Background: an optimization exercise with open tools, aiming at small area, a short achievable clock period and few clock cycles per item. Do not read the settings as production practice. The RTL was checked by simulation tests, not by an equivalence proof against the original design.

<file path="flow/config.mk">
export PLATFORM = sky130hd
export DESIGN_NAME = mvm_top
export DESIGN_NICKNAME = mvm_top
export VERILOG_FILES = /design/flow/design.v
export SDC_FILE = /design/flow/constraint.sdc
export NUM_CORES = 4
export LEC_CHECK = 0
export CAP_MARGIN = 20
export CORE_MARGIN = 2
export CORE_UTILIZATION = 40
export SLEW_MARGIN = 20
</file>
<file path="flow/constraint.sdc">
create_clock -name core_clock -period 6.5 [get_ports {clk}]
set_input_delay 1.3000 -clock core_clock [delete_from_list [all_inputs] [get_ports {clk}]]
set_output_delay 1.3000 -clock core_clock [all_outputs]
set_load 0.01 [all_outputs]
</file>
<file path="flow/design.v">
`default_nettype none
package mvm_pkg;
	localparam int ROWS   = 16;   
	localparam int COLS   = 16;   
	localparam int DATA_W = 8;
	localparam int ACC_W  = 16;   
	localparam int COL_AW = $clog2(COLS);
	localparam int ROW_AW = $clog2(ROWS);
	typedef logic signed [DATA_W-1:0] elem_t;
	typedef logic signed [ACC_W-1:0]  acc_t;
	typedef logic [COL_AW-1:0]        col_addr_t;
	typedef logic [ROW_AW-1:0]        row_addr_t;
	localparam col_addr_t LAST_COL = col_addr_t'(COLS - 1);
	localparam row_addr_t LAST_ROW = row_addr_t'(ROWS - 1);
	typedef struct packed {
		logic [ROWS-1:0] en;     
		col_addr_t       addr;   
	} matrix_wr_t;
	typedef struct packed {
		logic      clear;        
		logic      accumulate;   
		col_addr_t addr;         
	} mac_ctrl_t;
	typedef struct packed {
		logic      wr;     
		logic      rd;     
		row_addr_t addr;
	} result_ctrl_t;
endpackage
`default_nettype wire
`timescale 1ns/1ps
`default_nettype none
module word_ram #(
	parameter int WIDTH = 8
) (
	input  logic               clk,
	input  logic               wr_en,
	input  mvm_pkg::col_addr_t addr,
	input  logic [WIDTH-1:0]   wdata,
	output logic [WIDTH-1:0]   rdata
);
	logic [WIDTH-1:0] mem [mvm_pkg::COLS];
	always_ff @(posedge clk) begin
		rdata <= mem[addr];   
		if (wr_en) begin
			mem[addr] <= wdata;
		end
	end
endmodule
`default_nettype wire
`timescale 1ns/1ps
`default_nettype none
module mac_row (
	input  logic               clk,
	input  logic               wr_en,
	input  mvm_pkg::col_addr_t wr_addr,
	input  mvm_pkg::elem_t     data_in,
	input  mvm_pkg::mac_ctrl_t ctrl,
	input  mvm_pkg::elem_t     x_elem,
	output mvm_pkg::acc_t      acc
);
	mvm_pkg::elem_t     row_mem [mvm_pkg::COLS];
	mvm_pkg::col_addr_t addr;
	mvm_pkg::elem_t     row_elem;
	mvm_pkg::acc_t      product;
	assign addr = wr_en ? wr_addr : ctrl.addr;
	always_ff @(posedge clk) begin
		row_elem <= row_mem[addr];   
		if (wr_en) begin
			row_mem[addr] <= data_in;
		end
	end
	assign product = mvm_pkg::acc_t'(row_elem) * mvm_pkg::acc_t'(x_elem);
	always_ff @(posedge clk) begin
		if (ctrl.clear) begin
			acc <= '0;
		end else if (ctrl.accumulate) begin
			acc <= acc + product;   
		end
	end
endmodule
`default_nettype wire
`timescale 1ns/1ps
`default_nettype none
module result_store (
	input  logic                  clk,
	input  mvm_pkg::result_ctrl_t ctrl,
	input  mvm_pkg::acc_t [mvm_pkg::ROWS-1:0] acc,   
	output mvm_pkg::acc_t         data_out
);
	mvm_pkg::acc_t            wdata;
	logic [mvm_pkg::ACC_W-1:0] rdata;
	logic                     rd_q;
	mvm_pkg::acc_t            held;
	assign wdata = acc[ctrl.addr];
	word_ram #(
		.WIDTH(mvm_pkg::ACC_W)
	) y_ram_i (
		.clk  (clk),
		.wr_en(ctrl.wr),
		.addr (ctrl.addr),
		.wdata(wdata),
		.rdata(rdata)
	);
	always_ff @(posedge clk) begin
		rd_q <= ctrl.rd;   
		if (rd_q) begin
			held <= rdata;
		end
	end
	assign data_out = rd_q ? mvm_pkg::acc_t'(rdata) : held;
endmodule
`default_nettype wire
`timescale 1ns/1ps
`default_nettype none
module mvm_sequencer (
	input  logic                  clk,
	input  logic                  reset,
	input  logic                  load_matrix,
	input  logic                  load_vector,
	input  logic                  start,
	output mvm_pkg::matrix_wr_t   matrix_wr,
	output logic                  vec_wr_en,
	output mvm_pkg::col_addr_t    vec_addr,
	output mvm_pkg::mac_ctrl_t    mac_ctrl,
	output mvm_pkg::result_ctrl_t result_ctrl,
	output logic                  done
);
	typedef enum logic [2:0] {
		S_IDLE,
		S_MLOAD,
		S_VLOAD,
		S_CLEAR,
		S_ACCUM,
		S_WRITEBACK,
		S_READOUT
	} state_t;
	state_t             state;
	state_t             next_state;
	mvm_pkg::col_addr_t col_cnt;
	mvm_pkg::row_addr_t row_cnt;
	logic               acc_dly;
	logic               last_col;
	logic               last_row;
	logic               wb_write;
	assign last_col = (col_cnt == mvm_pkg::LAST_COL);
	assign last_row = (row_cnt == mvm_pkg::LAST_ROW);
	assign wb_write = (state == S_WRITEBACK) && !acc_dly;
	always_ff @(posedge clk) begin
		if (reset) begin
			state <= S_IDLE;
		end else begin
			state <= next_state;
		end
	end
	always_comb begin
		next_state = state;
		case (state)
			S_IDLE: begin
				if (start) begin   
					next_state = S_CLEAR;
				end else if (load_matrix) begin
					next_state = S_MLOAD;
				end else if (load_vector) begin
					next_state = S_VLOAD;
				end
			end
			S_MLOAD: begin
				if (last_col && last_row) begin
					next_state = S_IDLE;
				end
			end
			S_VLOAD: begin
				if (last_col) begin
					next_state = S_IDLE;
				end
			end
			S_CLEAR: begin
				next_state = S_ACCUM;
			end
			S_ACCUM: begin
				if (last_col) begin
					next_state = S_WRITEBACK;
				end
			end
			S_WRITEBACK: begin
				if (wb_write && last_row) begin
					next_state = S_READOUT;
				end
			end
			S_READOUT: begin
				if (last_row) begin
					next_state = S_IDLE;
				end
			end
			default: begin
				next_state = S_IDLE;
			end
		endcase
	end
	always_ff @(posedge clk) begin
		if (reset) begin
			col_cnt <= '0;
		end else if (state == S_MLOAD || state == S_VLOAD || state == S_ACCUM) begin
			col_cnt <= col_cnt + mvm_pkg::col_addr_t'(1);
		end else begin
			col_cnt <= '0;
		end
	end
	always_ff @(posedge clk) begin
		if (reset) begin
			row_cnt <= '0;
		end else begin
			case (state)
				S_MLOAD: begin
					if (last_col) begin
						row_cnt <= row_cnt + mvm_pkg::row_addr_t'(1);   
					end
				end
				S_WRITEBACK: begin
					if (wb_write) begin
						row_cnt <= row_cnt + mvm_pkg::row_addr_t'(1);
					end
				end
				S_READOUT: begin
					row_cnt <= row_cnt + mvm_pkg::row_addr_t'(1);
				end
				default: begin
					row_cnt <= '0;
				end
			endcase
		end
	end
	always_ff @(posedge clk) begin
		if (reset) begin
			acc_dly <= 1'b0;
		end else begin
			acc_dly <= (state == S_ACCUM);
		end
	end
	always_comb begin
		matrix_wr.en = '0;
		if (state == S_MLOAD) begin
			matrix_wr.en[row_cnt] = 1'b1;
		end
		matrix_wr.addr = col_cnt;
	end
	assign vec_wr_en = (state == S_VLOAD);
	assign vec_addr  = col_cnt;   
	assign mac_ctrl.clear      = (state == S_CLEAR);
	assign mac_ctrl.accumulate = acc_dly;
	assign mac_ctrl.addr       = col_cnt;
	assign result_ctrl.wr   = wb_write;
	assign result_ctrl.rd   = (state == S_READOUT);
	assign result_ctrl.addr = row_cnt;
	assign done = (state == S_READOUT) && (row_cnt == '0);
endmodule
`default_nettype wire
`timescale 1ns/1ps
`default_nettype none
module mvm_top (
	input  logic           clk,
	input  logic           reset,
	input  logic           load_matrix,
	input  logic           load_vector,
	input  logic           start,
	input  mvm_pkg::elem_t data_in,
	output logic           done,
	output mvm_pkg::acc_t  data_out
);
	mvm_pkg::matrix_wr_t   matrix_wr;
	logic                  vec_wr_en;
	mvm_pkg::col_addr_t    vec_addr;
	mvm_pkg::mac_ctrl_t    mac_ctrl;
	mvm_pkg::result_ctrl_t result_ctrl;
	mvm_pkg::elem_t        x_elem;
	mvm_pkg::acc_t [mvm_pkg::ROWS-1:0] acc;   
	mvm_sequencer seq_i (
		.clk        (clk),
		.reset      (reset),
		.load_matrix(load_matrix),
		.load_vector(load_vector),
		.start      (start),
		.matrix_wr  (matrix_wr),
		.vec_wr_en  (vec_wr_en),
		.vec_addr   (vec_addr),
		.mac_ctrl   (mac_ctrl),
		.result_ctrl(result_ctrl),
		.done       (done)
	);
	word_ram #(
		.WIDTH(mvm_pkg::DATA_W)
	) vec_ram_i (
		.clk  (clk),
		.wr_en(vec_wr_en),
		.addr (vec_addr),
		.wdata(data_in),
		.rdata(x_elem)
	);
	for (genvar r = 0; r < mvm_pkg::ROWS; r++) begin : g_row
		mac_row row_i (
			.clk    (clk),
			.wr_en  (matrix_wr.en[r]),
			.wr_addr(matrix_wr.addr),
			.data_in(data_in),
			.ctrl   (mac_ctrl),
			.x_elem (x_elem),
			.acc    (acc[r])
		);
	end
	result_store res_i (
		.clk     (clk),
		.ctrl    (result_ctrl),
		.acc     (acc),
		.data_out(data_out)
	);
endmodule
`default_nettype wire
</file>
<file path="flow/run.sh">
#!/bin/bash
# synth_recipe.tcl (not shown) runs the flow's synth.tcl, then flattens the netlist and writes it again
# the make line also repeats each setting of config.mk as NAME=value (left out here)
make -C /OpenROAD-flow-scripts/flow DESIGN_CONFIG=/design/flow/config.mk WORK_HOME=/design/flow/orfs CLKGATE_MAP_FILE= SYNTH_SCRIPT=/design/flow/synth_recipe.tcl finish
</file>
==> run_results.csv <==
group,metric,value,unit
worst_setup_path,cp_max_fo,44,
floorplanning,start_util,40.1,%
yosys,synth_area_leader_cell,"edfxtp_1",
worst_setup_path,slowest_delay,0.96,ns
global_route,antenna_found_initial,24,
yosys,syn-cell-area,154000,µm²
global_route,first_global_vias,87270,
placement,numPortBuffers,29,
worst_setup_path,endpoint_kind,"flip-flop",
final_layout,fin_area,171000,µm²
worst_setup_path,required,7.21,ns
sta,setup_tns,0,ns
clock_network,cts.reportedPaths.clkPinSlew,0.06,ns
sta,finalMaxSlewViolations,0,
yosys,synth_cells,9939,
placement,gp_congestion,0.859,
detailed_routing,drt_iter0_drc,7583,
worst_setup_path,startpoint_type,"flip-flop",
clock_network,clk_latency,0.93,ns
worst_setup_path,cp_slowest_cell,"dfxtp_4",
worst_hold_path,min_from,"res_i.y_ram_i.rdata[13]",
detailed_routing,wl,386000,µm
detailed_routing,post-route-drc-count,0,
final_layout,drive_gt1_share,14.9,%
yosys,synth_cell_type_count,66,
yosys,yosysWarnings,5,
floorplanning,die_w,625,µm
yosys,avgSynthCellArea,15.5,µm²
floorplanning,rows,228,
detailed_routing,ant_nets,0,
sta,min_period,5.65,ns
floorplanning,core-area,385000,µm²
yosys,synth_edf_count,2432,
clock_network,ctsResizeCount,0,
detailed_routing,first_pass_iters,5,
sta,finClkSkew,0.0694,ns
sta,relSlewSlack,20.8,%
floorplanning,die_y,625,µm
worst_setup_path,timing.rr.end,"g_row[7].row_i.acc[15]",
clock_network,root_buffer,"clkbuf_16",
final_layout,syn_to_final_growth,10.6,%
worst_setup_path,path_cells,"buf_4 > nand2_1 > fa_1 > fa_1 > inv_1 > fa_1 > fa_1 > fa_1 > ha_1 > o21ai_0 > o21ai_0 > nand2_1 > o221ai_1 > xnor2_1 > a21oi_1",
worst_hold_path,hold_class,"reg2reg",
sta,finalHoldViolCount,0,
yosys,synthArstFlopShare,0,%
global_route,track_usage,19.9,%
floorplanning,io_pins,30,
yosys,yosys.area.top_type_share,47.3,%
placement,post_dp_cell_area,160000,µm²
global_route,grt_pass1_wl,580000,µm
clock_network,post-cts-setup-buffers,0,
sta,worst-slew-pin-transition,1.19,ns
detailed_routing,via_count,82434,
worst_setup_path,ff2ff_path_depth,15,
job,cap_violations,0,
clock_network,cts_htree_levels,5,
detailed_routing,avgViaCountPerCell,5.39,
clock_network,hold_buffers,0,
worst_setup_path,cp.arrival,6.36,ns
worst_setup_path,path_class,"reg2reg",
yosys,synthTopCellsByArea,"edfxtp_1 47%, fa_1 15%, mux4_2 12%, dfxtp_1 5.9%, ha_1 4.9%",
final_layout,layout.nets,11731,
worst_hold_path,min_path_cells,1,
detailed_routing,wl_per_cell,25.2,µm
floorplanning,dieArea,391000,µm²
clock_network,numCtsBuffers,308,
worst_setup_path,reg2reg_slack,0.85,ns
yosys,ys_seq_elements,2885,
worst_setup_path,cpMostUsedCell,"fa_1",
sta,rsz0062_at_grt,"no",
placement,place_hpwl,261000,µm
yosys,synth_fp_nets,11688,
global_route,grt_max_degree,200,
global_route,grt_overflow,0,
clock_network,tritoncts,"yes",
yosys,synth_ff_type,"edfxtp_1",
clock_network,cts.sinks,2885,
sta,fin_crit_sh,86.9,%
clock_network,cts_buffer_depth,4,
worst_setup_path,rr_startpoint,"vec_ram_i.rdata[2]",
worst_hold_path,hold_end,"res_i.held[13]",
run_status,status,"complete, no violations",
sta,timing.fmax,177,MHz
yosys,seq_area_frac_synth,53.2,%
sta,setup_viol,0,
-- cells by family (layout without fill, tap and decap cells) --
group | count (synthesis) | in the layout | synth area share [%]
AO/OA/AOI/OAI | 518 | 518 | 2.14
flip-flops | 2885 | 2885 | 53.2
multiplexers | 1023 | 1023 | 13.5
AND/OR/NAND/NOR | 1878 | 1878 | 5.76
buffers and inverters | 1605 | 1908 | 4.16
adder cells (fa/ha/maj) | 1736 | 1736 | 19.6
other | 0 | 6 | 0
XOR/XNOR | 294 | 294 | 1.69
-- synthesized netlist by cell type, types with 13 or more instances --
cell,count
xor2_1,58
a21oi_1,130
nor2_1,645
nand3_1,28
o211ai_1,16
buf_4,40
dfxtp_1,453
mux2i_1,167
buf_2,61
o21bai_1,52
o22ai_1,15
and2_1,517
edfxtp_1,2432
a21o_1,52
mux2_2,16
inv_1,1174
buf_6,21
xnor2_1,234
buf_1,45
and3_1,23
mux4_2,840
nand2_1,498
nor4b_1,14
nor3_1,50
a211oi_1,62
fa_1,1136
ha_1,600
o21ai_0,120
nand2b_1,29
clkbuf_1,259
nor4_1,13
-- metrics by stage --
stage | util [%] | worst slack, ns | hold WS, ns | cells
6_report | 44.4 | 0.854 | 0.477 | 15308
2_1_floorplan | - | 1.05 | 0.474 | 9939
5_1_grt | 44.4 | 0.611 | 0.489 | 15303
3_3_place_gp | 41.7 | 0.990 | 0.459 | 14729
3_5_place_dp | 41.7 | 0.932 | 0.461 | 14730
4_1_cts | 44.3 | 0.912 | 0.480 | 15300
-- final cells by class --
cell class,count,area [µm²]
multi-input cells,5449,66000
flip-flops and latches,2885,82200
clock buffers,397,8270
repair buffers,161,1660
clock inverters,173,1920
fillers,33435,214000
well taps,5060,6330
diodes,6,15.0
inverters,1177,4430
-- how the worst max path moves through the flow --
| stage | endpoint | cells after the start | slack (ns) | from |
|---|---|---|---|---|
| 6_report | g_row[7].row_i.acc[15] | 15 | 0.85 | vec_ram_i.rdata[2] |
| 5_1_grt | g_row[4].row_i.acc[13] | 16 | 0.61 | vec_ram_i.rdata[0] |
| 4_1_cts | g_row[7].row_i.acc[15] | 15 | 0.91 | vec_ram_i.rdata[2] |
| 3_5_place_dp | g_row[3].row_i.acc[13] | 16 | 0.93 | vec_ram_i.rdata[0] |
| 3_3_place_gp | g_row[6].row_i.acc[12] | 19 | 0.99 | vec_ram_i.rdata[0] |
| 2_1_floorplan | g_row[0].row_i.acc[15] | 15 | 1.05 | vec_ram_i.rdata[7] |
-- state kept, by name (all words and copies together), names as in the netlist, named ones only --
| signal | cells |
|---|---|
| res_i.y_ram_i.rdata | 16 |
| g_row.row_i.row_elem | 128 |
| seq_i.row_cnt | 4 |
| g_row.row_i.row_mem | 2048 |
| vec_ram_i.mem | 128 |
| seq_i.acc_dly | 1 |
| vec_ram_i.rdata | 8 |
| res_i.rd_q | 1 |
| seq_i.state | 3 |
| seq_i.col_cnt | 4 |
| res_i.y_ram_i.mem | 256 |
| res_i.held | 16 |
| g_row.row_i.acc | 256 |
-- cell usage in the layout, fill, tap and decap left out, types with 16 or more instances in the layout --
| cell | count |
|---|---|
| and2_1 | 517 |
| a21oi_1 | 130 |
| nor3_1 | 46 |
| o211ai_1 | 16 |
| a211oi_1 | 62 |
| mux2_2 | 16 |
| buf_4 | 106 |
| clkbuf_8 | 19 |
| bufinv_16 | 28 |
| nand3_1 | 24 |
| clkinv_2 | 43 |
| nor2_1 | 631 |
| xnor2_1 | 234 |
| nand2b_1 | 29 |
| mux2i_1 | 167 |
| xor2_1 | 58 |
| buf_12 | 24 |
| clkdlybuf4s50_1 | 21 |
| and3_1 | 23 |
| clkbuf_1 | 68 |
| edfxtp_1 | 2432 |
| o21ai_0 | 120 |
| a21o_1 | 52 |
| dfxtp_1 | 436 |
| nand2_1 | 487 |
| clkbuf_16 | 310 |
| fa_1 | 1136 |
| ha_1 | 600 |
| clkinv_1 | 49 |
| o21bai_1 | 52 |
| inv_1 | 1174 |
| mux4_2 | 840 |
| nand2_2 | 21 |
-- worst max-delay path, delay by kind of cell, from the launching register on --
kind	cells	cell delay (ns)
flip-flops	1	0.96
buffers and inverters	2	0.40
adder cells (fa/ha/maj)	6	2.84
AND/OR/NAND/NOR	2	0.27
XOR/XNOR	1	0.15
AO/OA/AOI/OAI	4	0.80
-- routing by layer --
| metal | up-vias | part of all wire [%] | GRT usage, % | routed length (µm) |
|---|---|---|---|---|
| li1 | 35471 | - | - | - |
| met1 | 43943 | 43 | 27.9 | 167000 |
| met2 | 2493 | 47 | 31.9 | 182000 |
| met3 | 523 | 6.0 | 3.05 | 23300 |
| met4 | 4 | 3.3 | 6.08 | 12800 |
| met5 | - | 0.0054 | 0 | 21 |
Testbench counts, summed over its fixed seeds: cycles 16,632, items 192.

static timing again, ports no longer ideal:
The flow's constraints put no driver on any port. The routed layout listed below was extracted and timed again, unchanged, in two steps. Step 1 sets driving cells, clkbuf_16 on the clock port and buf_2 on the other inputs (assumed; they add their load-dependent delay and slew). Step 2 adds t to the input delays and takes it off the output delays; t is the mean of the earliest and latest rising clock arrival at the registers after step 1. Input paths then give back, and output paths get back, about the clock's delay inside the block. a / b / c = ideal / step 1 / step 2; a / b = the first two.
t, ns: 1.006
setup WS [ns]: 0.854 / 0.854 / 0.854
hold slack, ns: 0.477 / 0.477 / 0.477
worst setup path after step 2: register to register
worst register clock-pin slew, ns: 0.07 / 0.07
After both steps this run still meets setup and hold. The setup slack of this run moves by 0.000 ns with the drivers and by 0.000 ns with both steps.
